Source: an optimization exercise on an open RTL-to-GDS flow (aim: small area, a short achievable clock period and few clock cycles per item). Production flows keep margins and buffers that such runs may drop. At most, simulation tests tie the RTL to the original design; equivalence was not proved. The RTL of runs 1 and 2 was laid out without a check of its function. No activity file was given, so power comes from the tool's default toggle rates.

==> design/flow/design.v <==
`timescale 1ns / 1ps
`default_nettype none
package rbcr_pkg;
    localparam int MODE_W    = 3;
    localparam int SLOT_W    = 6;
    localparam int TAG_W     = 16;
    localparam int UOP_W     = 4;
    localparam int REQ_W     = 7;
    localparam int CNT_W     = 7;
    localparam int CTR_W     = 32;
    localparam int CFG_IDX_W = 2;
    localparam int CFG_DAT_W = 7;
    localparam logic [MODE_W-1:0] MODE_ALLOC  = 3'd0;
    localparam logic [MODE_W-1:0] MODE_POP    = 3'd1;
    localparam logic [MODE_W-1:0] MODE_COMMIT = 3'd2;
    localparam logic [MODE_W-1:0] MODE_RETIRE = 3'd3;
    localparam logic [MODE_W-1:0] MODE_FLUSH  = 3'd4;
    localparam logic [MODE_W-1:0] MODE_QUERY  = 3'd5;
    localparam logic [1:0] ST_OK       = 2'd0;
    localparam logic [1:0] ST_FULL     = 2'd1;
    localparam logic [1:0] ST_EMPTY    = 2'd2;
    localparam logic [1:0] ST_MISMATCH = 2'd3;
    localparam logic [CFG_IDX_W-1:0] CFG_CAPACITY = 2'd0;
    localparam logic [CFG_IDX_W-1:0] CFG_REMOVE   = 2'd1;
    localparam logic [CFG_IDX_W-1:0] CFG_SIM      = 2'd2;
    typedef struct packed {
        logic [MODE_W-1:0] mode;
        logic [SLOT_W-1:0] slot;
        logic [TAG_W-1:0]  op_tag;
        logic [UOP_W-1:0]  uop_number;
        logic [REQ_W-1:0]  request_count;
    } t_in;
    typedef struct packed {
        logic [1:0]        status;
        logic [SLOT_W-1:0] alloc_slot;
        logic              can_allocate;
        logic [CNT_W-1:0]  flushed_count;
        logic [CNT_W-1:0]  freed_count;
        logic [CTR_W-1:0]  retired_ops_total;
        logic [CTR_W-1:0]  retired_insns_total;
        logic [CNT_W-1:0]  uncommitted_count;
        logic [CNT_W-1:0]  committed_count;
        logic              all_empty;
    } t_out;
    typedef struct packed {
        logic capture;
        logic exec;
        logic drain_step;
    } t_ctrl_cmd;
    typedef struct packed {
        logic drain_req;
        logic drain_more;
    } t_dp_stat;
endpackage
`default_nettype wire
`timescale 1ns / 1ps
`default_nettype none
module rbcr_datapath
(
    input  wire logic                  i_clk,
    input  wire logic                  i_rst_n,
    input  wire logic                  i_start,
    input  wire logic                  i_cfg_we,
    input  wire logic [1:0]            i_cfg_index,
    input  wire logic [6:0]            i_cfg_data,
    input  rbcr_pkg::t_in              i_cmd,
    output logic                       o_busy,
    output logic                       o_done,
    output rbcr_pkg::t_out             o_result
);
    logic [5:0]  r_head, r_commit, r_tail;
    logic [6:0]  r_com, r_unc;
    logic [31:0] r_ops, r_insns;
    logic [63:0] r_marks;
    logic [63:0] r_zero;
    logic [6:0]  r_cap;
    logic        r_roc;
    logic        r_sim;
    logic        r_done;
    logic        r_wait;
    logic [5:0]  r_probe;
    logic [1:0]  r_status, n_status;
    logic [5:0]  r_alloc, n_alloc;
    logic        r_can, n_can;
    logic [6:0]  r_flushed, n_flushed;
    logic [6:0]  r_freed, n_freed;
    logic [5:0]  n_head, n_commit, n_tail;
    logic [6:0]  n_com, n_unc;
    logic [6:0]  r_occ, n_occ;
    logic [5:0]  occ_base;
    logic [5:0]  n_probe;
    wire  [2:0]  mode = i_cmd.mode;
    wire  [5:0]  slot = i_cmd.slot;
    logic        scan_step;
    logic [5:0]  run;
    logic [5:0]  probe_inc;
    assign scan_step = (r_com != '0) && (r_probe != r_commit) && r_marks[r_probe];
    assign run       = r_probe - r_head;     
    assign probe_inc = r_probe + 1'b1;
    function automatic logic [5:0] add6(input logic [5:0] a, input logic [5:0] b);
        logic [5:0] p, g, gg, pp;
        p = a ^ b;
        g = a & b;
        gg = g;
        pp = p;
        for (int d = 1; d < 6; d = d * 2) begin
            for (int i = 5; i >= d; i--) begin
                gg[i] = gg[i] | (pp[i] & gg[i-d]);
                pp[i] = pp[i] & pp[i-d];
            end
        end
        add6 = p ^ {gg[4:0], 1'b0};
    endfunction
    function automatic logic [5:0] sub6(input logic [5:0] a, input logic [5:0] b);
        logic [5:0] p, g, gg, pp;
        p = a ^ ~b;
        g = a & ~b;
        gg = g;
        pp = p;
        gg[0] = g[0] | p[0];
        for (int d = 1; d < 6; d = d * 2) begin
            for (int i = 5; i >= d; i--) begin
                gg[i] = gg[i] | (pp[i] & gg[i-d]);
                pp[i] = pp[i] & pp[i-d];
            end
        end
        sub6 = p ^ {gg[4:0], 1'b1};
    endfunction
    logic        acc;
    logic        is_alloc, is_pop, is_commit, is_retire, is_flush, is_query;
    logic        full;
    logic        unc_zero;
    logic [5:0]  off;
    logic        flush_hit;
    logic [7:0]  cur;
    logic [7:0]  room;
    logic        fits;
    logic        in_com;
    logic        head_ret;
    logic        drain;
    logic        set_mark;
    logic        alloc_ok;
    logic        uop_zero;
    assign acc       = i_start && !r_wait;
    assign is_alloc  = acc && (mode == rbcr_pkg::MODE_ALLOC);
    assign is_pop    = acc && (mode == rbcr_pkg::MODE_POP);
    assign is_commit = acc && (mode == rbcr_pkg::MODE_COMMIT);
    assign is_retire = acc && (mode == rbcr_pkg::MODE_RETIRE);
    assign is_flush  = acc && (mode == rbcr_pkg::MODE_FLUSH);
    assign is_query  = acc && (mode == rbcr_pkg::MODE_QUERY);
    assign full      = r_occ[6];              
    assign unc_zero  = (r_unc == '0);
    assign off       = sub6(slot, r_commit);
    assign occ_base  = 6'(r_com) - r_commit;   
    assign flush_hit = r_unc[6] ||
                       ((r_commit <= r_tail) ? ((slot >= r_commit) && (slot < r_tail))
                                             : ((slot >= r_commit) || (slot < r_tail)));
    assign cur       = r_roc ? 8'(r_unc) : 8'(r_occ);
    assign room      = {1'b0, r_cap} - cur;      
    assign fits      = !room[7] && (7'(i_cmd.request_count) <= room[6:0]);
    assign in_com    = r_com[6] ||
                       ((r_head <= r_commit) ? ((slot >= r_head) && (slot < r_commit))
                                             : ((slot >= r_head) || (slot < r_commit)));
    assign alloc_ok  = is_alloc && !full;
    assign uop_zero  = (i_cmd.uop_number == '0);
    assign head_ret  = is_retire && r_sim && (slot == r_head) && (r_com != '0);
    assign drain     = (head_ret || r_wait) && !scan_step;
    assign set_mark  = is_retire && r_sim && in_com;
    always_comb begin
        n_head    = r_head;
        n_commit  = r_commit;
        n_tail    = r_tail;
        n_com     = r_com;
        n_unc     = r_unc;
        n_occ     = r_occ;
        n_probe   = (scan_step || drain) ? probe_inc : r_probe;
        n_status  = rbcr_pkg::ST_OK;
        n_alloc   = '0;
        n_can     = 1'b0;
        n_flushed = '0;
        n_freed   = '0;
        if (is_alloc) begin
            if (full) begin
                n_status = rbcr_pkg::ST_FULL;
            end else begin
                n_alloc = r_tail;
                n_tail  = r_tail + 1'b1;
                n_unc   = r_unc + 1'b1;
                n_occ   = r_occ + 1'b1;
            end
        end
        if (is_pop) begin
            if (unc_zero) begin
                n_status = rbcr_pkg::ST_EMPTY;
            end else begin
                n_tail = r_tail - 1'b1;
                n_unc  = r_unc - 1'b1;
                n_occ  = r_occ - 1'b1;
            end
        end
        if (is_commit && r_sim) begin
            if (unc_zero) begin
                n_status = rbcr_pkg::ST_EMPTY;
            end else begin
                if (slot != r_commit) n_status = rbcr_pkg::ST_MISMATCH;
                n_commit = r_commit + 1'b1;
                n_unc    = r_unc - 1'b1;
                n_com    = r_com + 1'b1;
            end
        end
        if (drain) begin
            n_head  = r_probe;
            n_com   = {1'b0, sub6(r_commit, r_probe)};
            n_freed = {run == '0, run};
            n_occ   = {1'b0, sub6(r_tail, r_probe)};    
        end
        if (is_flush && flush_hit) begin
            n_flushed = {slot == r_tail, sub6(r_tail, slot)};
            n_occ     = {1'b0, add6(occ_base, slot)};    
            n_unc     = 7'(off);
            n_tail    = slot;
        end
        if (is_query) begin
            n_can = fits;
        end
    end
    always_ff @(posedge i_clk) begin
        if (!i_rst_n) begin
            r_head   <= '0;
            r_commit <= '0;
            r_tail   <= '0;
            r_com    <= '0;
            r_unc    <= '0;
            r_probe  <= 6'd1;
            r_ops    <= '0;
            r_insns  <= '0;
            r_occ    <= '0;
            r_cap    <= 7'd64;
            r_roc    <= 1'b0;
            r_sim    <= 1'b1;
            r_done   <= 1'b0;
            r_wait   <= 1'b0;
        end else begin
            r_head   <= n_head;
            r_commit <= n_commit;
            r_tail   <= n_tail;
            r_com    <= n_com;
            r_unc    <= n_unc;
            r_occ    <= n_occ;
            r_probe  <= n_probe;
            r_wait   <= (head_ret || r_wait) && scan_step;
            r_done   <= (acc && !head_ret) || drain;
            if (is_retire) r_ops <= r_ops + 1'b1;
            if (is_retire && slot_zero) r_insns <= r_insns + 1'b1;
            if (i_cfg_we) begin
                case (i_cfg_index)
                    rbcr_pkg::CFG_CAPACITY: r_cap <= i_cfg_data;
                    rbcr_pkg::CFG_REMOVE:   r_roc <= i_cfg_data[0];
                    rbcr_pkg::CFG_SIM:      r_sim <= i_cfg_data[0];
                    default: begin
                    end
                endcase
            end
        end
    end
    logic [7:0]  set_row, slot_row, slot_col, we_row, tail_col, zero_row;
    logic [63:0] we, set;
    logic        slot_zero;
    always_comb begin
        for (int j = 0; j < 8; j++) begin
            set_row[j]  = set_mark && (slot[5:3] == 3'(j));
            slot_row[j] = (slot[5:3] == 3'(j));
            slot_col[j] = (slot[2:0] == 3'(j));
            we_row[j]   = alloc_ok && (r_tail[5:3] == 3'(j));
            tail_col[j] = (r_tail[2:0] == 3'(j));
        end
        for (int i = 0; i < 64; i++) begin
            we[i]  = we_row[i / 8] && tail_col[i % 8];
            set[i] = set_row[i / 8] && slot_col[i % 8];
        end
        for (int j = 0; j < 8; j++) zero_row[j] = |(slot_col & r_zero[8*j +: 8]);
        slot_zero = |(slot_row & zero_row);
    end
    always_ff @(posedge i_clk) begin
        r_status  <= n_status;
        r_alloc   <= n_alloc;
        r_can     <= n_can;
        r_flushed <= n_flushed;
        r_freed   <= n_freed;
        for (int i = 0; i < 64; i++) begin
            r_marks[i] <= set[i] || (r_marks[i] && !we[i]);
            if (we[i]) r_zero[i] <= uop_zero;
        end
    end
    assign o_busy = r_wait;
    assign o_done = r_done;
    assign o_result.status              = r_status;
    assign o_result.alloc_slot          = r_alloc;
    assign o_result.can_allocate        = r_can;
    assign o_result.flushed_count       = r_flushed;
    assign o_result.freed_count         = r_freed;
    assign o_result.retired_ops_total   = r_ops;
    assign o_result.retired_insns_total = r_insns;
    assign o_result.uncommitted_count   = r_unc;
    assign o_result.committed_count     = r_com;
    assign o_result.all_empty           = (r_occ == '0);
endmodule
`default_nettype wire
`timescale 1ns / 1ps
`default_nettype none
module reorder_buffer_commit_retire_unit
#(
    parameter int RING_DEPTH = 64
) (
    input  wire logic                  i_clk,
    input  wire logic                  i_rst_n,
    input  wire logic                  start,
    output logic                       busy,
    input  wire logic [35:0]           i_cmd,
    output logic                       o_done,
    output logic [101:0]               o_result,
    input  wire logic                  i_cfg_we,
    input  wire logic [1:0]            i_cfg_index,
    input  wire logic [6:0]            i_cfg_data
);
    rbcr_pkg::t_in       cmd;
    rbcr_pkg::t_out      result;
    assign cmd      = i_cmd;
    assign o_result = result;
    rbcr_datapath u_datapath (
        .i_clk       (i_clk),
        .i_rst_n     (i_rst_n),
        .i_start     (start),
        .i_cfg_we    (i_cfg_we),
        .i_cfg_index (i_cfg_index),
        .i_cfg_data  (i_cfg_data),
        .i_cmd       (cmd),
        .o_busy      (busy),
        .o_done      (o_done),
        .o_result    (result)
    );
endmodule
`default_nettype wire
==> design/flow/flow/run.sh <==
#!/bin/bash
# The standard layout, with resizer and synthesis options changed:
# - the port buffers are plain buffers (the default pick is a slow delay buffer);
# - resizing may swap a cell for one of another footprint;
# - adders are left to ABC instead of being mapped to the library's
#   ripple full/half-adder cells, so ABC can restructure them for speed.
set -euo pipefail
bash standard.sh "BUFFER_PORTS_ARGS=-buffer_cell sky130_fd_sc_hd__buf_1" \
    MATCH_CELL_FOOTPRINT=0 ADDER_MAP_FILE= finish > make_finish.log 2>&1
==> design/flow/standard.sh <==
#!/bin/bash
# synth_recipe.tcl (not shown) runs the flow's synth.tcl, then flattens the netlist and writes it again
# the make line also repeats each setting of config.mk as NAME=value (left out here)
make -C /OpenROAD-flow-scripts/flow DESIGN_CONFIG=/design/flow/config.mk WORK_HOME=/design/flow/orfs CLKGATE_MAP_FILE= SYNTH_SCRIPT=/design/flow/synth_recipe.tcl "${@:-finish}"
==> design/flow/config.mk <==
export PLATFORM = sky130hd
export DESIGN_NAME = reorder_buffer_commit_retire_unit
export DESIGN_NICKNAME = reorder_buffer_commit_retire_unit
export VERILOG_FILES = /design/flow/design.v
export SDC_FILE = /design/flow/constraint.sdc
export NUM_CORES = 4
export LEC_CHECK = 0
export CAP_MARGIN = 20
export CORE_MARGIN = 2
export CORE_UTILIZATION = 40
export SETUP_SLACK_MARGIN = 1.8
export SLEW_MARGIN = 20
==> design/flow/constraint.sdc <==
create_clock -name core_clock -period 5.0 [get_ports {i_clk}]
set_input_delay 1.0000 -clock core_clock [delete_from_list [all_inputs] [get_ports {i_clk}]]
set_output_delay 1.0000 -clock core_clock [all_outputs]
set_load 0.01 [all_outputs]
==> results of run 1 <==
-- cell usage after synthesis, types with 30 or more instances --
library cell / number
xor2_1: 62
inv_1: 36
nand3_1: 51
a21oi_1: 56
nand2_1: 114
o21ai_0: 161
nand2b_1: 30
dfxtp_1: 207
edfxtp_1: 64
clkbuf_1: 78
nor2_1: 223
xnor2_1: 98
-- worst max-delay path: stages --
cell and delay [ps]:
buf_12 120, buf_12 130, nor2_4 240, a22oi_1 140
o221ai_1 200, o22ai_1 110, mux4_2 600, buf_6 180
nor4b_4 270, buf_6 170, nand4_1 110, or4_1 410
a21oi_1 120
-- metal layers --
metal / track usage / up-vias / wire, µm
met2: 0.358 / 362 / 19300
met3: 0.0320 / 73 / 2580
li1: - / 5906 / -
met5: 0 / - / 8
met1: 0.268 / 5906 / 17300
met4: 0.0634 / 2 / 926
-- flip-flops by register name, summed over array words and instances, names as in the netlist, 32 cells and up --
signal              cells
u_datapath.r_zero      64
u_datapath.r_ops       32
u_datapath.r_marks     64
u_datapath.r_insns     32
-- final cells by class --
type                            instances  area [µm²]
Sequential cell                       271        6090
Clock inverter                         11         101
Tap cell                              461         577
Inverter                               38         156
Timing Repair Buffer                  211        1230
Clock buffer                           47         880
Fill cell                            3389       18300
Multi-Input combinational cell       1174        7920
-- power by group --
| part | switching (W) | internal, W |
|---|---|---|
| clock | 0.000931 | 0.00127 |
| combinational | 0.000270 | 0.000193 |
| sequential | 0.0000344 | 0.00225 |
-- per-stage QoR --
step           hold WS [ps]  area (µm²)  utilization  cells
2_1_floorplan           441       14400            -   1596
3_3_place_gp            451       15100        0.430   2103
3_5_place_dp            458       15100        0.430   2103
4_1_cts                 466       16600        0.471   2196
5_1_grt                 481       17000        0.481   2213
6_report                465       17000        0.481   2213
-- worst max path at each step --
| stage | slack [ps] | endpoint | startpoint | cells after the start |
|---|---|---|---|---|
| floorplan | 1480 | u_datapath.r_insns[30]$_SDFFE_PN0P_ | i_cmd[27] | 11 |
| global placement | 600 | u_datapath.r_insns[31]$_SDFFE_PN0P_ | i_cmd[27] | 11 |
| detailed placement | 520 | u_datapath.r_insns[31]$_SDFFE_PN0P_ | i_cmd[27] | 11 |
| CTS | 1740 | u_datapath.r_insns[30]$_SDFFE_PN0P_ | i_cmd[29] | 11 |
| global route | 1590 | u_datapath.r_insns[31]$_SDFFE_PN0P_ | i_cmd[27] | 13 |
| finish | 1660 | u_datapath.r_insns[31]$_SDFFE_PN0P_ | i_cmd[27] | 13 |
-- logic make-up after synthesis --
group / count (synthesis) / share of synthesized area
AND/OR/NAND/NOR: 583 / 0.197
buffers and inverters: 151 / 0.0441
multiplexers: 60 / 0.0633
adder cells (fa/ha/maj): 23 / 0.0162
XOR/XNOR: 162 / 0.102
flip-flops: 271 / 0.427
AO/OA/AOI/OAI: 346 / 0.151
-- what timing repair did --
item,CTS,global route
buffers inserted,34,16
pin swaps,17,15
gates resized for setup,58,55
setup endpoints to repair,140,166
cloned,1,1
==> flow_metrics.env, run 1 <==
export IMPL_layout_drive_gt1_share=0.154
export IMPL_fin_crit_sh=0.668
export IMPL_gp_routability_congestion=0.853
export IMPL_fin_crit_ps=3340
export IMPL_grt_overflow=0
export IMPL_avgSynthCellArea_um2=8.90
export IMPL_die_area_um2=37000
export IMPL_power_density_nw_per_um2=292
export IMPL_min_delay_path_depth=2
export IMPL_clk_pin_slew_ps=60
export IMPL_syn_inst=1596
export IMPL_die_x_um=192
export IMPL_avgViaCountPerCell=5.54
export IMPL_tritoncts="yes"
export IMPL_hp_start="u_datapath.r_marks[60]$_DFF_P_"
export IMPL_async_flop_share=0
export IMPL_num_vias=12200
export IMPL_critPathMaxFanout=7
export IMPL_wl_um=40200
export IMPL_cts_htree_levels=1
export IMPL_placement_rows=69
export IMPL_rr_worst_depth=9
export IMPL_port_buffers=136
export IMPL_initialDrtViolationCount=776
export IMPL_place_ws_ps=519
export IMPL_fmax_mhz=299
export IMPL_rrSetupSlack_ps=1900
export IMPL_clock_sinks=271
export IMPL_initial_utilization=0.403
export IMPL_min_path_type="reg -> reg"
export IMPL_synthFlopType="dfxtp_1"
export IMPL_required_ps=5480
export IMPL_coreArea_um2=35200
export IMPL_grt_pass1_wl_um=61100
export IMPL_yosysTopAreaCellShare=0.292
export IMPL_area_growth_pct=19.4
export IMPL_setup_viol=0
export IMPL_num_io_pins=153
export IMPL_leakagePower_nw=5.81
export IMPL_ys_ff_latch=271
export IMPL_slew_headroom=0.360
export IMPL_antenna_found_initial=1
export IMPL_antenna_left=0
export IMPL_crit_path_end_kind="flop"
export IMPL_status="timing/DRC/antenna clean"
export IMPL_clkLatencyLatePin_ps=580
export IMPL_setup_worst_path_start_class="primary input"
export IMPL_crit_type="in -> reg"
export IMPL_reg2reg_from="u_datapath.r_com[0]$_SDFFE_PN0P_"
export IMPL_yosys_top_cells_area="dfxtp_1, edfxtp_1, xnor2_1"
export IMPL_wire_per_inst_um=18.2
export IMPL_ys_types=87
export IMPL_arrival_ps=3820
export IMPL_irDropWorstVdd_v=0.000276
export IMPL_cts_buffers=31
export IMPL_skew_ps=38.2
export IMPL_rsz0062_at_grt="true"
export IMPL_syn_num_nets=1645
export IMPL_final_cell_mix="nor2_1, dfxtp_1, buf_1"
export IMPL_netlist_area_um2=14200
export IMPL_grt_max_degree=65
export IMPL_yosysTopAreaCell="dfxtp_1"
export IMPL_drc=0
export IMPL_min_to="u_datapath.r_marks[60]$_DFF_P_"
export IMPL_postCtsHoldBufs=0
export IMPL_cts_root_buffer="clkbuf_16"
export IMPL_synth_edf_count=64
export IMPL_yosysWarnings=1
export IMPL_grt_usage=0.208
export IMPL_final_common_cell="nor2_1"
export IMPL_power_w=0.00495
export IMPL_die_y_um=192
export IMPL_hold_violations=0
export IMPL_rr_endpoint="u_datapath.r_occ[5]$_SDFF_PN0_"
export IMPL_maxCapViolCount=0
export IMPL_nets=1776
export IMPL_final_setup_tns_ps=0
export IMPL_dp_hpwl_um=26900
export IMPL_tightest_slew_ps=957
export IMPL_slew_violations=0
export IMPL_dr_pass1_iters=5
export IMPL_antenna_cells=0
export IMPL_setup_ws_ps=1660
export IMPL_cts_buffer_depth=3
export IMPL_grt_pass1_vias=11200
export IMPL_yosysSeqAreaShare=0.427
==> run 2: changes to the inputs <==
--- a/design/flow/config.mk
+++ b/design/flow/config.mk
@@ -8,5 +8,5 @@
 export CAP_MARGIN = 20
 export CORE_MARGIN = 2
 export CORE_UTILIZATION = 40
-export SETUP_SLACK_MARGIN = 1.8
+export SETUP_SLACK_MARGIN = 1.6
 export SLEW_MARGIN = 20
==> run 2 against run 1 <==
Against the previous run:
- critical path depth is 1 lower
- first-iteration DRC count is 16% higher
- combinational power is 6.5% lower
- register-to-register slack worse by 250 ps
- largest power group is now the clock network
==> flow_metrics.env, run 2 <==
export IMPL_placement_rows=69
export IMPL_grt_overflow=0
export IMPL_antenna_found_initial=0
export IMPL_min_path_type="reg -> reg"
export IMPL_tightest_slew_ps=981
export IMPL_slew_violations=0
export IMPL_ys_ff_latch=271
export IMPL_num_io_pins=153
export IMPL_antenna_left=0
export IMPL_final_common_cell="nor2_1"
export IMPL_clkLatencyLatePin_ps=520
export IMPL_arrival_ps=3850
export IMPL_yosys_top_cells_area="dfxtp_1, edfxtp_1, xnor2_1"
export IMPL_final_seq_area_um2=6080
export IMPL_muxShareOfSynthArea=0.0633
export IMPL_synthFlopType="dfxtp_1"
export IMPL_critPathMaxFanout=7
export IMPL_final_cell_mix="nor2_1, dfxtp_1, o21ai_0"
export IMPL_required_ps=5440
export IMPL_coreArea_um2=35200
export IMPL_dr_pass1_iters=5
export IMPL_postCtsHoldBufs=0
export IMPL_grt_usage=0.216
export IMPL_synth_commonest_cells="nor2_1, dfxtp_1, o21ai_0, nand2_1, xnor2_1"
export IMPL_hold_violations=0
export IMPL_wire_per_inst_um=18.6
export IMPL_num_vias=12300
export IMPL_port_buffers=136
export IMPL_avgSynthCellArea_um2=8.90
export IMPL_async_flop_share=0
export IMPL_crit_path_end_kind="flop"
export IMPL_die_y_um=192
export IMPL_crit_type="in -> reg"
export IMPL_layout_drive_gt1_share=0.136
export IMPL_initial_utilization=0.403
export IMPL_leakagePower_nw=5.72
export IMPL_gp_routability_congestion=0.849
export IMPL_skew_ps=22.5
export IMPL_grt_pass1_vias=11600
export IMPL_wl_um=40800
export IMPL_setup_worst_path_start_class="primary input"
export IMPL_cts_root_buffer="clkbuf_16"
export IMPL_clk_pin_slew_ps=60
export IMPL_grt_max_degree=65
export IMPL_syn_inst=1596
export IMPL_synth_xor_area_share=0.102
export IMPL_synthSimpleGateAreaFrac=0.197
export IMPL_synth_edf_count=64
export IMPL_yosysWarnings=1
export IMPL_netlist_area_um2=14200
export IMPL_rsz0062_at_grt="true"
export IMPL_multiInputGateArea_um2=7830
export IMPL_area_growth_pct=18.3
export IMPL_dp_hpwl_um=27200
export IMPL_avgViaCountPerCell=5.61
export IMPL_power_density_nw_per_um2=312
export IMPL_die_x_um=192
export IMPL_synth_top_family_by_area="simple AND/OR/NAND/NOR gates"
export IMPL_yosysSeqAreaShare=0.427
export IMPL_syn_num_nets=1645
export IMPL_cts_buffer_depth=3
export IMPL_gr_max_usage_layer="met2"
export IMPL_tritoncts="yes"
export IMPL_yosysTopAreaCellShare=0.292
export IMPL_synth_compound_area_frac=0.151
export IMPL_grt_pass1_wl_um=63000
export IMPL_maxCapViolCount=0
export IMPL_fmax_mhz=293
export IMPL_initialDrtViolationCount=898
export IMPL_grtUsageMet3=0.0306
export IMPL_fillerInstances=3413
export IMPL_setup_viol=0
export IMPL_synthMostInstantiatedCell="nor2_1"
export IMPL_cts_htree_levels=2
export IMPL_drc=0
export IMPL_yosysTopAreaCell="dfxtp_1"
export IMPL_ys_types=87
export IMPL_status="timing/DRC/antenna clean"
export IMPL_dp_cells=2106
export IMPL_fin_crit_ps=3410
export IMPL_yosys_area_share_adder=0.0162
export IMPL_die_area_um2=37000
export IMPL_antenna_cells=0
export IMPL_final_setup_tns_ps=0
export IMPL_irDropWorstVdd_v=0.000252
export IMPL_grtUsageMet2=0.374
export IMPL_grt_use_met1=0.277
export IMPL_cts_buffers=34
export IMPL_fin_cells=2196
export IMPL_slew_headroom=0.346
export IMPL_largest_registers="u_datapath.r_marks (64), u_datapath.r_zero (64)"
export IMPL_clock_sinks=271
export IMPL_nets=1759
export IMPL_fin_crit_sh=0.683
[run 2: stage by stage]
step | cell area (µm²) | setup slack (ps) | utilization | total power [W] | hold slack (ps)
2_1_floorplan | 14300 | 1480 | - | 0.00262 | 441
6_report | 16800 | 1590 | 0.477 | 0.00525 | 469
4_1_cts | 16600 | 1600 | 0.470 | 0.00528 | 471
5_1_grt | 16800 | 1490 | 0.477 | 0.00542 | 494
3_5_place_dp | 15100 | 632 | 0.429 | 0.00273 | 464
3_3_place_gp | 15100 | 702 | 0.429 | 0.00272 | 451
[run 2: worst paths after layout]
| path | cells past startpoint | endpoint | start | slack [ps] |
|---|---|---|---|---|
| setup / recovery | 12 | u_datapath.r_insns[30]$_SDFFE_PN0P_ | i_cmd[27] | 1590 |
| hold / removal | 2 | u_datapath.r_marks[56]$_DFF_P_ | u_datapath.r_marks[56]$_DFF_P_ | 470 |
| setup reg to reg | 10 | u_datapath.r_marks[5]$_DFF_P_ | u_datapath.r_commit[3]$_SDFFE_PN0P_ | 1650 |
| hold reg to reg | 2 | u_datapath.r_marks[56]$_DFF_P_ | u_datapath.r_marks[56]$_DFF_P_ | 470 |
[run 2: timing repair]
action	in CTS	in global routing
endpoints found under the setup margin	125	132
pin swaps	11	10
resized for setup	48	56
buffers inserted	22	7
[run 2: worst max-delay path, stage by stage]
cell      delay, ps
buf_12          110
buf_8           130
buf_8           130
nor2_4          260
a22oi_2         120
o211ai_1        240
o21ai_2         100
mux4_2          570
or3_4           400
or4_4           470
nor3_4          130
mux2i_1         190
[run 2: layout make-up]
cell class              instances  area share
clock inverters                13      0.0112
well taps                     461      0.0343
flip-flops and latches        271       0.362
repair buffers                191      0.0602
inverters                      38     0.00923
clock buffers                  48      0.0573
multi-input cells            1174       0.466
[run 2: logic make-up (layout without fill, tap and decap cells)]
kind of cell / count (synthesis) / count (layout)
AO/OA/AOI/OAI: 346 / 346
AND/OR/NAND/NOR: 583 / 583
adder cells (fa/ha/maj): 23 / 23
XOR/XNOR: 162 / 162
multiplexers: 60 / 60
buffers and inverters: 151 / 290
flip-flops: 271 / 271
[run 2: routing by layer]
layer  wire [µm]  part of all wire
met5           0                 0
met2       19900              0.49
met4         866             0.021
met3        2770             0.068
met1       17300              0.42
[run 2: report_power, final]
group | total, W | internal, W | leakage, nW | switching, W
clock network | 0.00253 | 0.00156 | 0.558 | 0.000977
registers | 0.00228 | 0.00225 | 2.29 | 0.0000343
logic | 0.000432 | 0.000173 | 2.87 | 0.000259
total | 0.00525 | 0.00398 | 5.72 | 0.00127
==> run 3: changes to the inputs <==
--- a/design/flow/design.v
+++ b/design/flow/design.v
@@ -97,20 +97,6 @@
     assign scan_step = (r_com != '0) && (r_probe != r_commit) && r_marks[r_probe];
     assign run       = r_probe - r_head;     
     assign probe_inc = r_probe + 1'b1;
-    function automatic logic [5:0] add6(input logic [5:0] a, input logic [5:0] b);
-        logic [5:0] p, g, gg, pp;
-        p = a ^ b;
-        g = a & b;
-        gg = g;
-        pp = p;
-        for (int d = 1; d < 6; d = d * 2) begin
-            for (int i = 5; i >= d; i--) begin
-                gg[i] = gg[i] | (pp[i] & gg[i-d]);
-                pp[i] = pp[i] & pp[i-d];
-            end
-        end
-        add6 = p ^ {gg[4:0], 1'b0};
-    endfunction
     function automatic logic [5:0] sub6(input logic [5:0] a, input logic [5:0] b);
         logic [5:0] p, g, gg, pp;
         p = a ^ ~b;
@@ -216,7 +202,7 @@
         end
         if (is_flush && flush_hit) begin
             n_flushed = {slot == r_tail, sub6(r_tail, slot)};
-            n_occ     = {1'b0, add6(occ_base, slot)};    
+            n_occ     = {1'b0, 6'(occ_base + slot)};    
             n_unc     = 7'(off);
             n_tail    = slot;
         end
--- a/design/flow/config.mk
+++ b/design/flow/config.mk
@@ -7,6 +7,6 @@
 export LEC_CHECK = 0
 export CAP_MARGIN = 20
 export CORE_MARGIN = 2
-export CORE_UTILIZATION = 40
-export SETUP_SLACK_MARGIN = 1.6
+export CORE_UTILIZATION = 50
+export SETUP_SLACK_MARGIN = 1.8
 export SLEW_MARGIN = 20
==> run 3 against run 2 <==
Against the previous run:
- sequential power about the same
- clock-buffer cell count decreased by 8
- power fell by 12%
- global-route usage is 4.5 points higher
- synthesized cell count shrank 5.1%
- core utilization up 11 points
- final cell count fell by 9.9%
- critical endpoint is now u_datapath.r_occ[5]$_SDFF_PN0_
==> flow_metrics.env, run 3 <==
export IMPL_num_vias=11700
export IMPL_netlist_area_um2=13800
export IMPL_final_setup_tns_ps=0
export IMPL_place_area_um2=14600
export IMPL_final_cell_mix="nor2_1, dfxtp_1, o21ai_0"
export IMPL_status="timing/DRC/antenna clean"
export IMPL_yosysTopAreaCell="dfxtp_1"
export IMPL_synth_commonest_cells="dfxtp_1, nor2_1, o21ai_0, nand2_1, xnor2_1"
export IMPL_initial_utilization=0.510
export IMPL_tightest_slew_ps=937
export IMPL_rsz0062_at_grt="true"
export IMPL_arrival_ps=3610
export IMPL_wl_um=38500
export IMPL_largest_registers="u_datapath.r_marks (64), u_datapath.r_zero (64)"
export IMPL_hold_violations=0
export IMPL_die_y_um=170
export IMPL_rrSetupSlack_ps=1850
export IMPL_nets=1667
export IMPL_min_to="u_datapath.r_marks[5]$_DFF_P_"
export IMPL_yosysWarnings=1
export IMPL_dp_cells=1912
export IMPL_coreArea_um2=27000
export IMPL_cts_buffers=30
export IMPL_syn_inst=1515
export IMPL_rr_worst_depth=11
export IMPL_min_delay_path_depth=2
export IMPL_antenna_found_initial=0
export IMPL_async_flop_share=0
export IMPL_dp_hpwl_um=25500
export IMPL_setup_ws_ps=1850
export IMPL_antenna_cells=0
export IMPL_synthFlopType="dfxtp_1"
export IMPL_stdcell_area_um2=15900
export IMPL_cts_root_buffer="clkbuf_16"
export IMPL_num_io_pins=153
export IMPL_ys_ff_latch=271
export IMPL_synthMostInstantiatedCell="dfxtp_1"
export IMPL_cts_htree_levels=1
export IMPL_final_common_cell="nor2_1"
export IMPL_yosysSeqAreaShare=0.440
export IMPL_hp_start="u_datapath.r_marks[5]$_DFF_P_"
export IMPL_irDropWorstVdd_v=0.000255
export IMPL_ys_types=83
export IMPL_fin_cells=1979
export IMPL_yosysTopAreaCellShare=0.301
export IMPL_die_area_um2=28900
export IMPL_slew_violations=0
export IMPL_rr_endpoint="u_datapath.r_occ[5]$_SDFF_PN0_"
export IMPL_tritoncts="yes"
export IMPL_crit_path_end_kind="flop"
export IMPL_setup_worst_path_start_class="primary input"
export IMPL_placement_rows=60
export IMPL_clk_pin_slew_ps=60
export IMPL_leakagePower_nw=5.41
export IMPL_setup_viol=0
export IMPL_wire_per_inst_um=19.5
export IMPL_crit_type="in -> reg"
export IMPL_fin_crit_sh=0.631
export IMPL_layout_drive_gt1_share=0.112
export IMPL_port_buffers=136
export IMPL_synth_edf_count=64
export IMPL_area_growth_pct=15.0
export IMPL_grt_usage=0.261
export IMPL_min_path_type="reg -> reg"
export IMPL_maxCapViolCount=0
export IMPL_clock_sinks=271
export IMPL_grt_max_degree=65
export IMPL_fin_crit_ps=3150
export IMPL_critPathMaxFanout=27
export IMPL_place_ws_ps=588
export IMPL_fmax_mhz=317
export IMPL_avgViaCountPerCell=5.91
export IMPL_reg2reg_from="u_datapath.r_probe[0]$_SDFFE_PN1P_"
export IMPL_cts_buffer_depth=3
export IMPL_gp_routability_congestion=0.869
export IMPL_antenna_left=0
export IMPL_grt_pass1_wl_um=60100
export IMPL_dr_pass1_iters=5
export IMPL_postCtsHoldBufs=0
export IMPL_avgSynthCellArea_um2=9.10
export IMPL_required_ps=5460
export IMPL_power_density_nw_per_um2=290
export IMPL_initialDrtViolationCount=1017
export IMPL_grt_pass1_vias=11100
export IMPL_yosys_top_cells_area="dfxtp_1, edfxtp_1, xnor2_1"
export IMPL_drc=0
export IMPL_final_util=0.587
export IMPL_clkLatencyLatePin_ps=560
export IMPL_slew_headroom=0.373
export IMPL_die_x_um=170
export IMPL_fillerInstances=2478
export IMPL_syn_num_nets=1564
export IMPL_skew_ps=9.08
export IMPL_grt_overflow=0
==> run 3: changes by cell type after synthesis, sizes merged, moves of 10 or more <==
cell / before / now
nor2: 225 / 205
and2: 16 / 27
mux2: 13 / 1
or3: 18 / 6
nand2: 114 / 103
a211oi: 19 / 9
==> run 3: logic make-up (layout without fill, tap and decap cells) <==
family                     after synthesis  after routing  share of synthesized area
adders and majority gates               29             29                     0.0212
AOI/OAI and AO/OA                      313            313                      0.138
and+or+nand+nor                        532            534                      0.185
xor gates and xnor gates               163            163                      0.105
DFF                                    271            271                      0.440
muxes                                   61             61                     0.0680
buffers and inverters                  146            267                     0.0435
==> run 3: power by group <==
group	switching, W	leakage, nW	internal [W]
sequential	0.0000185	2.28	0.00224
clock	0.000870	0.430	0.00116
combinational	0.000196	2.70	0.000114
total	0.00108	5.41	0.00352
==> run 3: layout make-up <==
cell class                      count  area, µm²  area share
Clock inverter                     12       91.3     0.00576
Timing Repair Buffer              176        878      0.0554
Clock buffer                       40        798      0.0504
Sequential cell                   271       6080       0.384
Tap cell                          341        427      0.0269
Inverter                           39        151     0.00955
Multi-Input combinational cell   1100       7430       0.468
==> run 3: repair_timing <==
item | 4_1_cts | 5_1_grt
gates resized for setup | 26 | 36
buffers inserted | 8 | 4
pin swaps | 2 | 6
setup endpoints to repair | 151 | 154
cloned | 2 | 1
hold endpoints to repair | 0 | 0
==> run 3: worst max path at each step <==
stage	start	slack [ps]	endpoint
after global placement	i_cmd[30]	680	u_datapath.r_occ[5]$_SDFF_PN0_
final	i_cmd[27]	1850	u_datapath.r_occ[5]$_SDFF_PN0_
after global routing	u_datapath.r_probe[0]$_SDFFE_PN1P_	1730	u_datapath.r_occ[5]$_SDFF_PN0_
after detailed placement	i_cmd[30]	590	u_datapath.r_occ[5]$_SDFF_PN0_
after CTS	i_cmd[31]	1780	u_datapath.r_marks[47]$_DFF_P_
after floorplan	i_cmd[28]	1560	u_datapath.r_marks[55]$_DFF_P_
==> run 3: routing by layer <==
metal / wire, µm / GRT usage / vias up
met1: 16300 / 0.339 / 5702
met4: 1130 / 0.0877 / 0
met5: 0 / 0 / -
met2: 18800 / 0.450 / 376
met3: 2340 / 0.0353 / 83
li1: - / - / 5542
==> run 3: critical path: stages <==
cell       delay (ps)
clkbuf_2          140
and2b_2           270
a221oi_2          360
a2111oi_4         100
maj3_2            340
maj3_2            330
maj3_2            370
a21o_4            340
a211o_1           280
o311ai_1           90
==> run 3: per-stage QoR <==
step,hold slack (ps),power (W)
finish,474,0.00460
global route,499,0.00476
CTS,475,0.00463
detailed placement,463,0.00261
global placement,455,0.00260
floorplan,442,0.00252
Testbench counts of run 3, summed over its fixed seeds: cycles 24,121, items 24,000.
==> run 4: changes to the inputs <==
--- a/design/flow/config.mk
+++ b/design/flow/config.mk
@@ -8,5 +8,7 @@
 export CAP_MARGIN = 20
 export CORE_MARGIN = 2
 export CORE_UTILIZATION = 50
+export CTS_CLUSTER_DIAMETER = 150
+export CTS_CLUSTER_SIZE = 30
 export SETUP_SLACK_MARGIN = 1.8
 export SLEW_MARGIN = 20
==> run 4 against run 3 <==
Against the previous run:
- combinational power barely moved
- design area fell by 2.5%
- still clean on timing, DRC and antenna
- critical path depth rose by 1
- sequential power barely moved
- clock power fell by 37%
- wire length rose by 0.15%
- register-to-register slack got worse by 20 ps
- largest cell class unchanged
- via count fell by 0.57%
- final cell count fell by 1.5%
- first-iteration DRC count fell by 4.4%
- flip-flop and latch count did not move
- non-clock buffer count rose by 2
- critical endpoint unchanged
==> flow_metrics.env, run 4 <==
export IMPL_fillerInstances=2541
export IMPL_rsz0062_at_grt="true"
export IMPL_irDropWorstVdd_v=0.000287
export IMPL_fmax_mhz=315
export IMPL_initial_utilization=0.510
export IMPL_power_density_nw_per_um2=249
export IMPL_arrival_ps=3560
export IMPL_initialDrtViolationCount=972
export IMPL_wl_um=38600
export IMPL_multiInputGateArea_um2=7470
export IMPL_crit_type="reg -> reg"
export IMPL_wire_per_inst_um=19.8
export IMPL_grt_pass1_vias=10900
export IMPL_num_io_pins=153
export IMPL_cts_buffer_depth=3
export IMPL_ys_ff_latch=271
export IMPL_async_flop_share=0
export IMPL_setup_viol=0
export IMPL_holdWs_ps=486
export IMPL_power_w=0.00385
export IMPL_grt_max_degree=65
export IMPL_clock_sinks=271
export IMPL_area_growth_pct=12.2
export IMPL_syn_inst=1515
export IMPL_crit_path_end_kind="flop"
export IMPL_cts_buffers=13
export IMPL_antenna_found_initial=0
export IMPL_place_area_um2=14600
export IMPL_antenna_cells=0
export IMPL_hold_violations=0
export IMPL_final_cell_mix="nor2_1, dfxtp_1, o21ai_0"
export IMPL_clkLatencyLatePin_ps=520
export IMPL_die_y_um=170
export IMPL_grt_overflow=0
export IMPL_final_setup_tns_ps=0
export IMPL_synth_edf_count=64
export IMPL_syn_num_nets=1564
export IMPL_postCtsHoldBufs=0
export IMPL_num_vias=11600
export IMPL_port_buffers=136
export IMPL_avgSynthCellArea_um2=9.10
export IMPL_nets=1653
export IMPL_required_ps=5390
export IMPL_grt_usage=0.257
export IMPL_yosysTopAreaCell="dfxtp_1"
export IMPL_slew_violations=0
export IMPL_stdcell_area_um2=15500
export IMPL_fin_cells=1950
export IMPL_yosysTopAreaCellShare=0.301
export IMPL_clk_pin_slew_ps=120
export IMPL_dp_cells=1912
export IMPL_largest_registers="u_datapath.r_marks (64), u_datapath.r_zero (64)"
export IMPL_yosys_top_cells_area="dfxtp_1, edfxtp_1, xnor2_1"
export IMPL_yosysSeqAreaShare=0.440
export IMPL_cts_root_buffer="clkbuf_16"
export IMPL_critPathMaxFanout=10
export IMPL_synthMostInstantiatedCell="dfxtp_1"
export IMPL_cts_htree_levels=1
export IMPL_die_area_um2=28900
export IMPL_netlist_area_um2=13800
export IMPL_rrSetupSlack_ps=1830
export IMPL_fin_crit_sh=0.635
export IMPL_die_x_um=170
export IMPL_dp_hpwl_um=25500
export IMPL_maxCapViolCount=0
export IMPL_drc=0
export IMPL_synthFlopType="dfxtp_1"
export IMPL_ys_types=83
export IMPL_final_seq_area_um2=6080
export IMPL_yosysWarnings=1
export IMPL_avgViaCountPerCell=5.97
export IMPL_gp_routability_congestion=0.869
export IMPL_leakagePower_nw=5.21
export IMPL_placement_rows=60
export IMPL_tritoncts="yes"
export IMPL_antenna_left=0
export IMPL_setup_worst_path_start_class="flop"
export IMPL_dr_pass1_iters=5
export IMPL_status="timing/DRC/antenna clean"
export IMPL_synth_commonest_cells="dfxtp_1, nor2_1, o21ai_0, nand2_1, xnor2_1"
export IMPL_slew_headroom=0.361
export IMPL_tightest_slew_ps=956
export IMPL_coreArea_um2=27000
export IMPL_layout_drive_gt1_share=0.106
export IMPL_skew_ps=41.0
export IMPL_min_path_type="reg -> reg"
export IMPL_grt_pass1_wl_um=59300
export IMPL_fin_crit_ps=3170
## run 4: what timing repair did
item	4_1_cts	5_1_grt
setup endpoints to repair	152	147
pin swaps	2	15
gates cloned	1	4
endpoints found under the hold margin	0	0
buffers inserted	7	6
resized for setup	31	40
## run 4: layout make-up
class / instances / area share
Multi-Input combinational cell: 1101 / 0.483
Clock buffer: 17 / 0.0220
Clock inverter: 3 / 0.00364
Timing Repair Buffer: 178 / 0.0608
Inverter: 39 / 0.00979
Tap cell: 341 / 0.0276
Sequential cell: 271 / 0.393
## run 4: cell families (layout without fill, tap and decap cells)
kind of cell,Yosys count,count (layout),synth area share
AO/OA/AOI/OAI,313,313,0.138
XOR/XNOR,163,163,0.105
adder cells (fa/ha/maj),29,29,0.0212
buffers and inverters,146,237,0.0435
flip-flops,271,271,0.440
multiplexers,61,61,0.0680
AND/OR/NAND/NOR,532,535,0.185
## run 4: path summary, 6_finish.rpt
path,start,end,cells after the start
max reg2reg,u_datapath.r_probe[0]$_SDFFE_PN1P_,u_datapath.r_occ[5]$_SDFF_PN0_,11
min reg2reg,u_datapath.r_marks[10]$_DFF_P_,u_datapath.r_marks[10]$_DFF_P_,2
min,u_datapath.r_marks[10]$_DFF_P_,u_datapath.r_marks[10]$_DFF_P_,2
max,u_datapath.r_probe[0]$_SDFFE_PN1P_,u_datapath.r_occ[5]$_SDFF_PN0_,11
## run 4: per-stage QoR
| step | setup WS, ps | utilization |
|---|---|---|
| CTS | 1770 | 0.562 |
| finish | 1830 | 0.572 |
| global route | 1710 | 0.572 |
| global placement | 680 | 0.541 |
| detailed placement | 588 | 0.541 |
| floorplan | 1560 | - |
## run 4: worst max-delay path, cell delays in order (launching register included)
cell and delay [ps]:
dfxtp_4 400, buf_4 160, buf_4 190, nor2b_1 170, maj3_1 420, maj3_1 410
maj3_1 410, maj3_1 380, xnor2_1 220, mux2i_1 130, nand3_2 80, o311ai_1 90
## run 4: power breakdown
part	total [W]	switching, W	internal [W]
Combinational	0.000313	0.000198	0.000115
Clock	0.00127	0.000741	0.000530
Sequential	0.00226	0.0000185	0.00224
## run 4: layer usage
metal  global-route usage  vias to the layer above  part of all wire
li1                     -                     5491                 -
met1                0.338                     5725              0.43
met2                0.449                      353              0.48
met3               0.0281                       67             0.057
met4               0.0747                        0             0.026
met5                    0                        -                 0
==> run 5: changes to the inputs <==
--- a/design/flow/config.mk
+++ b/design/flow/config.mk
@@ -9,6 +9,6 @@
 export CORE_MARGIN = 2
 export CORE_UTILIZATION = 50
 export CTS_CLUSTER_DIAMETER = 150
-export CTS_CLUSTER_SIZE = 30
+export CTS_CLUSTER_SIZE = 20
 export SETUP_SLACK_MARGIN = 1.8
 export SLEW_MARGIN = 20
==> run 5 against run 4 <==
Against the previous run:
- still clean
- critical path depth shrank 1
- synthesized cell count unchanged
- final cell count rose by 0.10%
- worst hold slack worse by 15 ps
- clock-buffer cell count up 6
- non-clock buffer count fell by 2
- wire length shrank 0.53%
- core utilization about the same
- critical endpoint is now u_datapath.r_marks[47]$_DFF_P_
- largest cell class unchanged
==> flow_metrics.env, run 5 <==
export IMPL_clk_pin_slew_ps=90
export IMPL_antenna_found_initial=1
export IMPL_layout_drive_gt1_share=0.104
export IMPL_async_flop_share=0
export IMPL_tritoncts="yes"
export IMPL_slew_headroom=0.371
export IMPL_ys_types=83
export IMPL_initial_utilization=0.510
export IMPL_avgSynthCellArea_um2=9.10
export IMPL_fmax_mhz=314
export IMPL_port_buffers=136
export IMPL_final_cell_mix="nor2_1, dfxtp_1, o21ai_0"
export IMPL_setup_ws_ps=1810
export IMPL_wl_um=38400
export IMPL_crit_type="in -> reg"
export IMPL_yosys_top_cells_area="dfxtp_1, edfxtp_1, xnor2_1"
export IMPL_grt_usage=0.260
export IMPL_ys_ff_latch=271
export IMPL_p_switching_w=0.000976
export IMPL_final_util=0.572
export IMPL_die_x_um=170
export IMPL_place_ws_ps=588
export IMPL_final_setup_tns_ps=0
export IMPL_postCtsHoldBufs=0
export IMPL_syn_num_nets=1564
export IMPL_rsz0062_at_grt="true"
export IMPL_syn_inst=1515
export IMPL_power_w=0.00397
export IMPL_fin_crit_ps=3190
export IMPL_antenna_left=0
export IMPL_synthMostInstantiatedCell="dfxtp_1"
export IMPL_arrival_ps=3620
export IMPL_cts_root_buffer="clkbuf_16"
export IMPL_dp_hpwl_um=25500
export IMPL_synth_commonest_cells="dfxtp_1, nor2_1, o21ai_0, nand2_1, xnor2_1"
export IMPL_hold_violations=0
export IMPL_clkLatencyLatePin_ps=520
export IMPL_critPathMaxFanout=8
export IMPL_skew_ps=18.1
export IMPL_coreArea_um2=27000
export IMPL_cts_htree_levels=1
export IMPL_die_y_um=170
export IMPL_grt_overflow=0
export IMPL_holdWs_ps=472
export IMPL_die_area_um2=28900
export IMPL_pwr_share_comb=0.079
export IMPL_antenna_cells=0
export IMPL_min_path_type="reg -> reg"
export IMPL_placement_rows=60
export IMPL_switching_share=0.246
export IMPL_setup_worst_path_start_class="primary input"
export IMPL_drc=0
export IMPL_synth_edf_count=64
export IMPL_largest_registers="u_datapath.r_marks (64), u_datapath.r_zero (64)"
export IMPL_p_seq_frac=0.569
export IMPL_crit_path_end_kind="flop"
export IMPL_wire_per_inst_um=19.7
export IMPL_leakagePower_nw=5.21
export IMPL_required_ps=5440
export IMPL_fin_crit_sh=0.637
export IMPL_pwr_share_clk=0.352
export IMPL_yosysSeqAreaShare=0.440
export IMPL_nets=1654
export IMPL_setup_viol=0
export IMPL_slew_violations=0
export IMPL_grt_pass1_wl_um=59700
export IMPL_tightest_slew_ps=941
export IMPL_maxCapViolCount=0
export IMPL_yosysWarnings=1
export IMPL_cts_buffer_depth=3
export IMPL_irDropWorstVdd_v=0.000244
export IMPL_fillerInstances=2532
export IMPL_num_io_pins=153
export IMPL_cts_buffers=17
export IMPL_power_internal_w=0.00299
export IMPL_grt_max_degree=65
export IMPL_yosysTopAreaCellShare=0.301
export IMPL_final_common_cell="nor2_1"
export IMPL_synthFlopType="dfxtp_1"
export IMPL_yosysTopAreaCell="dfxtp_1"
export IMPL_num_vias=11600
export IMPL_area_growth_pct=12.3
export IMPL_power_density_nw_per_um2=257
export IMPL_grt_pass1_vias=10900
export IMPL_netlist_area_um2=13800
export IMPL_dr_pass1_iters=6
export IMPL_clock_sinks=271
export IMPL_initialDrtViolationCount=1024
export IMPL_avgViaCountPerCell=5.94
export IMPL_gp_routability_congestion=0.869
export IMPL_status="timing/DRC/antenna clean"
==> run 5: cell counts after synthesis <==
Identical to the previous run, type by type.
==> run 5: cell type report <==
class,instances,area [µm²],share of cell area
Multi-Input combinational cell,1100,7450,0.481
Sequential cell,271,6080,0.393
Timing Repair Buffer,176,897,0.0580
Clock buffer,23,448,0.0290
Tap cell,341,427,0.0276
Inverter,39,151,0.00979
Clock inverter,2,20.0,0.00129
==> run 5: cell families (layout without fill, tap and decap cells) <==
family,after synthesis,after routing,synth area share
mux,61,61,0.0680
flops,271,271,0.440
simple gates,532,534,0.185
buf+inv,146,240,0.0435
compound gates,313,313,0.138
xor+xnor,163,163,0.105
fa+ha+maj,29,29,0.0212
==> run 5: worst paths after layout <==
check                                                        start                        endpoint  slack (ps)  cells past startpoint
worst max-delay path                                     i_cmd[27]  u_datapath.r_marks[47]$_DFF_P_        1810                     10
worst min-delay path                u_datapath.r_marks[55]$_DFF_P_  u_datapath.r_marks[55]$_DFF_P_         470                      2
worst max register to register  u_datapath.r_probe[0]$_SDFFE_PN1P_  u_datapath.r_occ[5]$_SDFF_PN0_        1820                     11
worst min register to register      u_datapath.r_marks[55]$_DFF_P_  u_datapath.r_marks[55]$_DFF_P_         470                      2
==> run 5: timing repair <==
| action | CTS | global route |
|---|---|---|
| gates cloned | 2 | 2 |
| setup buffers | 9 | 2 |
| setup endpoints to repair | 152 | 149 |
| gates resized for setup | 31 | 39 |
| pin swaps | 3 | 11 |
==> run 5: worst max-delay path, cell delays in order <==
cell,delay (ps)
clkbuf_2,130
and2b_4,320
a221oi_4,90
a2111oi_4,380
maj3_2,290
maj3_2,200
maj3_2,300
nor2_2,80
or4_4,590
o21ai_0,230
==> run 5: through the flow <==
step                      instance area, µm²  std cells
after floorplan                        14000       1515
after global placement                 14600       1912
after detailed placement               14600       1912
after CTS                              15300       1948
after global routing                   15500       1952
final                                  15500       1952
==> run 5: power groups by stage <==
stage	registers (W)	clock network (W)	logic [W]
floorplan	0.00230	0	0.000216
global placement	0.00231	0	0.000293
detailed placement	0.00231	0	0.000296
CTS	0.00226	0.00143	0.000301
global route	0.00226	0.00151	0.000339
finish	0.00226	0.00140	0.000312
==> run 5: metal layers <==
layer  global-route usage  vias to the layer above  part of all wire
met5                    0                        -           0.00034
met4               0.0780                        2             0.029
met3               0.0295                       76             0.056
met2                0.451                      360              0.48
met1                0.341                     5660              0.43
li1                     -                     5501                 -
==> run 6: changes to the inputs <==
--- a/design/flow/config.mk
+++ b/design/flow/config.mk
@@ -9,6 +9,6 @@
 export CORE_MARGIN = 2
 export CORE_UTILIZATION = 50
 export CTS_CLUSTER_DIAMETER = 150
-export CTS_CLUSTER_SIZE = 20
+export CTS_CLUSTER_SIZE = 25
 export SETUP_SLACK_MARGIN = 1.8
 export SLEW_MARGIN = 20
==> run 6 against run 5 <==
Against the previous run:
- clock power decreased by 6%
- sequential share of layout area increased by 0.080 points
- worst hold slack improved by 4.8 ps
- synthesized area unchanged
- design area decreased by 0.20%
- largest cell class unchanged
- highest routed layer is now met4
==> flow_metrics.env, run 6 <==
export IMPL_status="timing/DRC/antenna clean"
export IMPL_postCtsHoldBufs=0
export IMPL_cts_root_buffer="clkbuf_16"
export IMPL_final_setup_tns_ps=0
export IMPL_hold_violations=0
export IMPL_cts_buffer_depth=3
export IMPL_crit_type="reg -> reg"
export IMPL_pwr_share_comb=0.080
export IMPL_critPathMaxFanout=16
export IMPL_stdcell_area_um2=15400
export IMPL_yosys_top_cells_area="dfxtp_1, edfxtp_1, xnor2_1"
export IMPL_min_path_type="reg -> reg"
export IMPL_avgSynthCellArea_um2=9.10
export IMPL_die_area_um2=28900
export IMPL_synthFlopType="dfxtp_1"
export IMPL_irDropWorstVdd_v=0.000253
export IMPL_crit_path_end_kind="flop"
export IMPL_rr_worst_depth=10
export IMPL_slew_violations=0
export IMPL_hp_start="u_datapath.r_marks[30]$_DFF_P_"
export IMPL_slew_headroom=0.356
export IMPL_leakagePower_nw=5.19
export IMPL_required_ps=5410
export IMPL_power_internal_w=0.00294
export IMPL_num_vias=11600
export IMPL_port_buffers=136
export IMPL_initialDrtViolationCount=954
export IMPL_final_common_cell="nor2_1"
export IMPL_grt_overflow=0
export IMPL_p_seq_frac=0.582
export IMPL_tightest_slew_ps=964
export IMPL_fin_crit_sh=0.630
export IMPL_dr_pass1_iters=5
export IMPL_drc=0
export IMPL_netlist_area_um2=13800
export IMPL_antenna_cells=0
export IMPL_grt_pass1_wl_um=59600
export IMPL_min_delay_path_depth=2
export IMPL_yosysTopAreaCellShare=0.301
export IMPL_min_to="u_datapath.r_marks[30]$_DFF_P_"
export IMPL_antenna_found_initial=1
export IMPL_setup_viol=0
export IMPL_pwr_share_clk=0.338
export IMPL_syn_num_nets=1564
export IMPL_tritoncts="yes"
export IMPL_ys_types=83
export IMPL_coreArea_um2=27000
export IMPL_syn_inst=1515
export IMPL_nets=1654
export IMPL_power_density_nw_per_um2=252
export IMPL_yosysTopAreaCell="dfxtp_1"
export IMPL_arrival_ps=3570
export IMPL_dp_hpwl_um=25500
export IMPL_cts_buffers=14
export IMPL_num_io_pins=153
export IMPL_reg2reg_from="u_datapath.r_probe[0]$_SDFFE_PN1P_"
export IMPL_cts_htree_levels=1
export IMPL_area_growth_pct=12.0
export IMPL_async_flop_share=0
export IMPL_yosysWarnings=1
export IMPL_final_cell_mix="nor2_1, dfxtp_1, o21ai_0"
export IMPL_rsz0062_at_grt="true"
export IMPL_grt_usage=0.259
export IMPL_synthMostInstantiatedCell="dfxtp_1"
export IMPL_maxCapViolCount=0
export IMPL_grt_pass1_vias=10900
export IMPL_rr_endpoint="u_datapath.r_probe[2]$_SDFFE_PN0P_"
export IMPL_die_y_um=170
export IMPL_wire_per_inst_um=19.7
export IMPL_die_x_um=170
export IMPL_synth_edf_count=64
export IMPL_gp_routability_congestion=0.869
export IMPL_fin_crit_ps=3150
export IMPL_grt_max_degree=65
export IMPL_p_switching_w=0.000947
export IMPL_clkLatencyLatePin_ps=530
export IMPL_initial_utilization=0.510
export IMPL_layout_drive_gt1_share=0.104
export IMPL_antenna_left=0
export IMPL_fmax_mhz=317
export IMPL_clock_sinks=271
export IMPL_place_area_um2=14600
export IMPL_rrSetupSlack_ps=1850
export IMPL_switching_share=0.244
export IMPL_wl_um=38500
export IMPL_setup_worst_path_start_class="flop"
export IMPL_skew_ps=35.4
export IMPL_clk_pin_slew_ps=100
export IMPL_yosysSeqAreaShare=0.440
export IMPL_synth_commonest_cells="dfxtp_1, nor2_1, o21ai_0, nand2_1, xnor2_1"
export IMPL_placement_rows=60
export IMPL_avgViaCountPerCell=5.94
export IMPL_ys_ff_latch=271
export IMPL_largest_registers="u_datapath.r_marks (64), u_datapath.r_zero (64)"
==> run 6: power by group through the flow <==
stage                     combinational, W  clock, W  sequential (W)
after detailed placement          0.000296         0         0.00231
after global placement            0.000293         0         0.00231
after global routing              0.000340   0.00142         0.00226
final                             0.000312   0.00131         0.00226
after floorplan                   0.000216         0         0.00230
after CTS                         0.000301   0.00135         0.00226
==> run 6: per-layer routing <==
layer | vias up | wire, µm | track usage | share of wire
li1 | 5502 | - | - | -
met1 | 5658 | 16500 | 0.342 | 0.43
met2 | 369 | 18600 | 0.448 | 0.48
met3 | 62 | 2430 | 0.0302 | 0.063
met4 | 0 | 965 | 0.0792 | 0.025
met5 | - | 0 | 0 | 0
==> run 6: worst max path at each step <==
stage	end	start	slack (ps)
after detailed placement	u_datapath.r_occ[5]$_SDFF_PN0_	i_cmd[30]	590
after global routing	u_datapath.r_probe[2]$_SDFFE_PN0P_	u_datapath.r_probe[0]$_SDFFE_PN1P_	1710
after CTS	u_datapath.r_insns[27]$_SDFFE_PN0P_	i_cmd[27]	1750
after global placement	u_datapath.r_occ[5]$_SDFF_PN0_	i_cmd[30]	680
after floorplan	u_datapath.r_marks[55]$_DFF_P_	i_cmd[28]	1560
final	u_datapath.r_probe[2]$_SDFFE_PN0P_	u_datapath.r_probe[0]$_SDFFE_PN1P_	1850
==> run 6: through the flow <==
stage / instances / utilization / power, W / worst slack (ps) / hold WS [ps]
3_3_place_gp: 1912 / 0.541 / 0.00260 / 680 / 455
6_report: 1951 / 0.571 / 0.00388 / 1850 / 476
2_1_floorplan: 1515 / - / 0.00252 / 1560 / 442
5_1_grt: 1951 / 0.571 / 0.00403 / 1710 / 504
3_5_place_dp: 1912 / 0.541 / 0.00261 / 588 / 463
4_1_cts: 1946 / 0.564 / 0.00391 / 1750 / 482
==> run 6: cell families (layout without fill, tap and decap cells) <==
group                      count (synthesis)  count (layout)  share of synthesized area
AOI/OAI and AO/OA                        313             313                      0.138
xor gates and xnor gates                 163             163                      0.105
adders and majority gates                 29              29                     0.0212
buffers and inverters                    146             238                     0.0435
DFF                                      271             271                      0.440
muxes                                     61              61                     0.0680
and+or+nand+nor                          532             535                      0.185
==> run 6: area by class of cell <==
cell class                      count  area [µm²]
Clock buffer                       19         369
Clock inverter                      2        46.3
Fill cell                        2551       11600
Inverter                           39         151
Multi-Input combinational cell   1101        7460
Sequential cell                   271        6080
Tap cell                          341         427
Timing Repair Buffer              178         907
==> run 6: critical path, cell delays in order (launching register included) <==
cell,delay (ps)
dfxtp_4,390
buf_12,180
mux4_2,560
mux4_2,510
mux4_2,490
and2_4,240
buf_4,220
o21ai_2,200
nor2_1,70
xnor2_1,130
nor2_1,50
==> run 6: timing repair <==
item                                    in CTS  in global routing
buffers inserted                            11                  3
endpoints found under the setup margin     152                146
cloned                                       2                  2
pin swaps                                    3                 11
resized for setup                           29                 41
==> run 7: changes to the inputs <==
--- a/design/flow/config.mk
+++ b/design/flow/config.mk
@@ -12,3 +12,4 @@
 export CTS_CLUSTER_SIZE = 25
 export SETUP_SLACK_MARGIN = 1.8
 export SLEW_MARGIN = 20
+export TNS_END_PERCENT = 20
==> run 7 against run 6 <==
Against the previous run:
- register-to-register slack got worse by 50 ps
- global-route usage down 0.094 points
- largest cell class unchanged
- sequential power about the same
- highest routed layer unchanged
- clock-buffer cell count increased by 1
- die area is the same
- critical endpoint is now u_datapath.r_marks[42]$_DFF_P_
- sequential share of layout area is essentially flat
- non-clock buffer count up 12
- clock power about the same
- synthesized area unchanged
==> flow_metrics.env, run 7 <==
export IMPL_synthSimpleGateAreaFrac=0.185
export IMPL_wl_um=38300
export IMPL_placement_rows=60
export IMPL_fin_crit_ps=3200
export IMPL_dp_hpwl_um=25500
export IMPL_crit_family="adder cells"
export IMPL_path_cells="clkbuf_2 > and2b_2 > a221oi_2 > a2111oi_2 > maj3_2 > maj3_2 > maj3_2 > o2111ai_1 > buf_4 > o21ai_0"
export IMPL_irDropWorstVdd_v=0.000252
export IMPL_min_path_type="reg -> reg"
export IMPL_hold_violations=0
export IMPL_grt_max_degree=68
export IMPL_cts_root_buffer="clkbuf_16"
export IMPL_die_x_um=170
export IMPL_initialDrtViolationCount=856
export IMPL_yosys_area_share_adder=0.0212
export IMPL_async_flop_share=0
export IMPL_setup_worst_path_start_class="primary input"
export IMPL_fin_crit_sh=0.641
export IMPL_muxShareOfSynthArea=0.0680
export IMPL_rrSetupSlack_ps=1800
export IMPL_skew_ps=36.0
export IMPL_antenna_left=0
export IMPL_reg2reg_from="u_datapath.r_probe[2]$_SDFFE_PN0P_"
export IMPL_clk_pin_slew_ps=100
export IMPL_final_setup_tns_ps=0
export IMPL_ys_types=83
export IMPL_synth_xor_area_share=0.105
export IMPL_fmax_mhz=312
export IMPL_gp_routability_congestion=0.861
export IMPL_drc=0
export IMPL_power_density_nw_per_um2=251
export IMPL_avgSynthCellArea_um2=9.10
export IMPL_rr_worst_depth=9
export IMPL_setup_ws_ps=1800
export IMPL_grt_overflow=0
export IMPL_ys_ff_latch=271
export IMPL_p_switching_w=0.000955
export IMPL_p_seq_frac=0.583
export IMPL_status="timing/DRC/antenna clean"
export IMPL_dr_pass1_iters=6
export IMPL_antenna_found_initial=1
export IMPL_layout_drive_gt1_share=0.103
export IMPL_final_common_cell="nor2_1"
export IMPL_crit_type="in -> reg"
export IMPL_synth_compound_area_frac=0.138
export IMPL_required_ps=5410
export IMPL_initial_utilization=0.510
export IMPL_die_area_um2=28900
export IMPL_rr_endpoint="u_datapath.r_probe[4]$_SDFFE_PN0P_"
export IMPL_yosysSeqAreaShare=0.440
export IMPL_synth_top_family_by_area="simple AND/OR/NAND/NOR gates"
export IMPL_yosysTopAreaCellShare=0.301
export IMPL_largest_registers="u_datapath.r_marks (64), u_datapath.r_zero (64)"
export IMPL_switching_share=0.246
export IMPL_coreArea_um2=27000
export IMPL_yosys_top_cells_area="dfxtp_1, edfxtp_1, xnor2_1"
export IMPL_setup_viol=0
export IMPL_slew_violations=0
export IMPL_die_y_um=170
export IMPL_crit_path_end="u_datapath.r_marks[42]$_DFF_P_"
export IMPL_slew_headroom=0.369
export IMPL_synthFlopType="dfxtp_1"
export IMPL_syn_num_nets=1564
export IMPL_crit_path_top_delay_cell="o2111ai_1"
export IMPL_wire_per_inst_um=19.5
export IMPL_arrival_ps=3610
export IMPL_hp_start="u_datapath.r_marks[47]$_DFF_P_"
export IMPL_clkLatencyLatePin_ps=530
export IMPL_crit_top_cell="maj3_2"
export IMPL_postCtsHoldBufs=0
export IMPL_clock_sinks=271
export IMPL_crit_cells=10
export IMPL_tightest_slew_ps=944
export IMPL_leakagePower_nw=5.25
export IMPL_syn_inst=1515
export IMPL_crit_start="i_cmd[27]"
export IMPL_synthMostInstantiatedCell="dfxtp_1"
export IMPL_nets=1666
export IMPL_synth_edf_count=64
export IMPL_power_internal_w=0.00292
export IMPL_final_cell_mix="nor2_1, dfxtp_1, o21ai_0"
export IMPL_num_io_pins=153
export IMPL_pwr_share_comb=0.080
export IMPL_yosysTopAreaCell="dfxtp_1"
export IMPL_avgViaCountPerCell=5.86
export IMPL_max_stage_delay_ps=390
export IMPL_cts_htree_levels=1
export IMPL_maxCapViolCount=0
export IMPL_grt_usage=0.258
export IMPL_rsz0062_at_grt="true"
export IMPL_critPathMaxFanout=6
export IMPL_num_vias=11500
export IMPL_cp_num_buf_inv=2
export IMPL_port_buffers=136
export IMPL_synth_commonest_cells="dfxtp_1, nor2_1, o21ai_0, nand2_1, xnor2_1"
export IMPL_yosysWarnings=1
export IMPL_place_ws_ps=594
export IMPL_crit_path_end_kind="flop"
export IMPL_cts_buffers=14
export IMPL_grt_pass1_wl_um=59100
export IMPL_grt_pass1_vias=10800
export IMPL_area_growth_pct=12.0
export IMPL_tritoncts="yes"
export IMPL_netlist_area_um2=13800
export IMPL_cts_buffer_depth=3
export IMPL_pwr_share_clk=0.336
-- run 7: power groups by stage --
stage	clock network, W	logic (W)	registers (W)
6_report	0.00130	0.000311	0.00226
4_1_cts	0.00132	0.000297	0.00226
3_5_place_dp	0	0.000291	0.00231
5_1_grt	0.00140	0.000340	0.00226
3_3_place_gp	0	0.000287	0.00231
2_1_floorplan	0	0.000207	0.00230
-- run 7: layer usage --
metal / GRT usage / up-vias / share of wire
met5: 0 / - / 0
met4: 0.0862 / 0 / 0.029
met3: 0.0337 / 65 / 0.055
met2: 0.450 / 324 / 0.49
met1: 0.333 / 5593 / 0.43
li1: - / 5525 / -
-- run 7: final cells by class --
class / count / area (µm²)
antenna: 1 / 2.50
clock buffer: 20 / 394
clock inverter: 1 / 16.3
fill: 2506 / 11600
inverter: 39 / 151
multi-input combinational: 1101 / 7360
sequential: 271 / 6080
tap: 341 / 427
timing repair buffer: 190 / 1010
-- run 7: worst min-delay path, stage by stage (launching register included) --
cell and delay (ps):
dfxtp_1 310, o21ai_0 60, o21ai_1 60
-- run 7: stage by stage --
step | hold WS (ps) | power (W) | cell area, µm² | util | instances
after detailed placement | 463 | 0.00260 | 14500 | 0.538 | 1916
after global routing | 497 | 0.00400 | 15400 | 0.571 | 1964
after CTS | 479 | 0.00388 | 15200 | 0.562 | 1947
final | 471 | 0.00388 | 15400 | 0.571 | 1964
after global placement | 455 | 0.00260 | 14500 | 0.538 | 1916
after floorplan | 442 | 0.00251 | 13800 | - | 1515
-- run 7: worst min-delay path by stage --
stage,end,slack (ps),cells past startpoint
after floorplan,u_datapath.r_marks[60]$_DFF_P_,440,2
after detailed placement,u_datapath.r_marks[31]$_DFF_P_,460,2
final,u_datapath.r_marks[47]$_DFF_P_,470,2
after global routing,u_datapath.r_marks[31]$_DFF_P_,500,2
after CTS,u_datapath.r_marks[63]$_DFF_P_,480,2
after global placement,u_datapath.r_marks[28]$_DFF_P_,450,2
-- run 7: what timing repair did --
item                                    in CTS  in global routing
gates resized for setup                     34                 43
buffers inserted                             6                 15
pin swaps                                    4                  5
gates cloned                                 4                  1
endpoints found under the setup margin     155                172
-- run 7: cells by family after synthesis --
family,Yosys count
muxes,61
AOI/OAI and AO/OA,313
and+or+nand+nor,532
buffers and inverters,146
DFF,271
xor gates and xnor gates,163
adders and majority gates,29

[what the ideal ports hide]
The flow's constraints put no driver on any port. The routed layouts listed below were extracted and timed again, unchanged, in two steps.
Step 1, drivers: a clkbuf_16 drives i_clk and a buf_2 each remaining input, both assumed.
Step 2 times the ports against the registers' clock, not the clock port: input delays grow and output delays shrink by t, the midpoint of the rising clock arrivals with the driver on.
Slacks: ideal ports / drivers / drivers and shift; pairs: ideal ports / drivers.
| run | t, ns | setup slack, ns | worst hold slack (ns) | worst register clock-pin slew, ns |
|---|---|---|---|---|
| run 1 | 0.616 | 1.660 / 1.667 / 1.051 | 0.465 / 0.465 / 0.465 | 0.06 / 0.06 |
| run 2 | 0.566 | 1.587 / 1.587 / 1.021 | 0.469 / 0.469 / 0.469 | 0.06 / 0.06 |
| run 3 | 0.601 | 1.847 / 1.849 / 1.250 | 0.474 / 0.474 / 0.474 | 0.06 / 0.06 |
| run 4 | 0.543 | 1.826 / 1.826 / 1.323 | 0.486 / 0.486 / 0.486 | 0.13 / 0.13 |
| run 5 | 0.557 | 1.813 / 1.815 / 1.271 | 0.472 / 0.472 / 0.472 | 0.10 / 0.10 |
| run 6 | 0.559 | 1.850 / 1.850 / 1.308 | 0.476 / 0.476 / 0.476 | 0.11 / 0.11 |
| run 7 | 0.563 | 1.797 / 1.799 / 1.252 | 0.471 / 0.471 / 0.471 | 0.11 / 0.11 |
After both steps setup and hold are still met in every run listed. The setup slack of run 1, which loses most, moves by +0.007 ns with the drivers and by -0.609 ns with both steps.
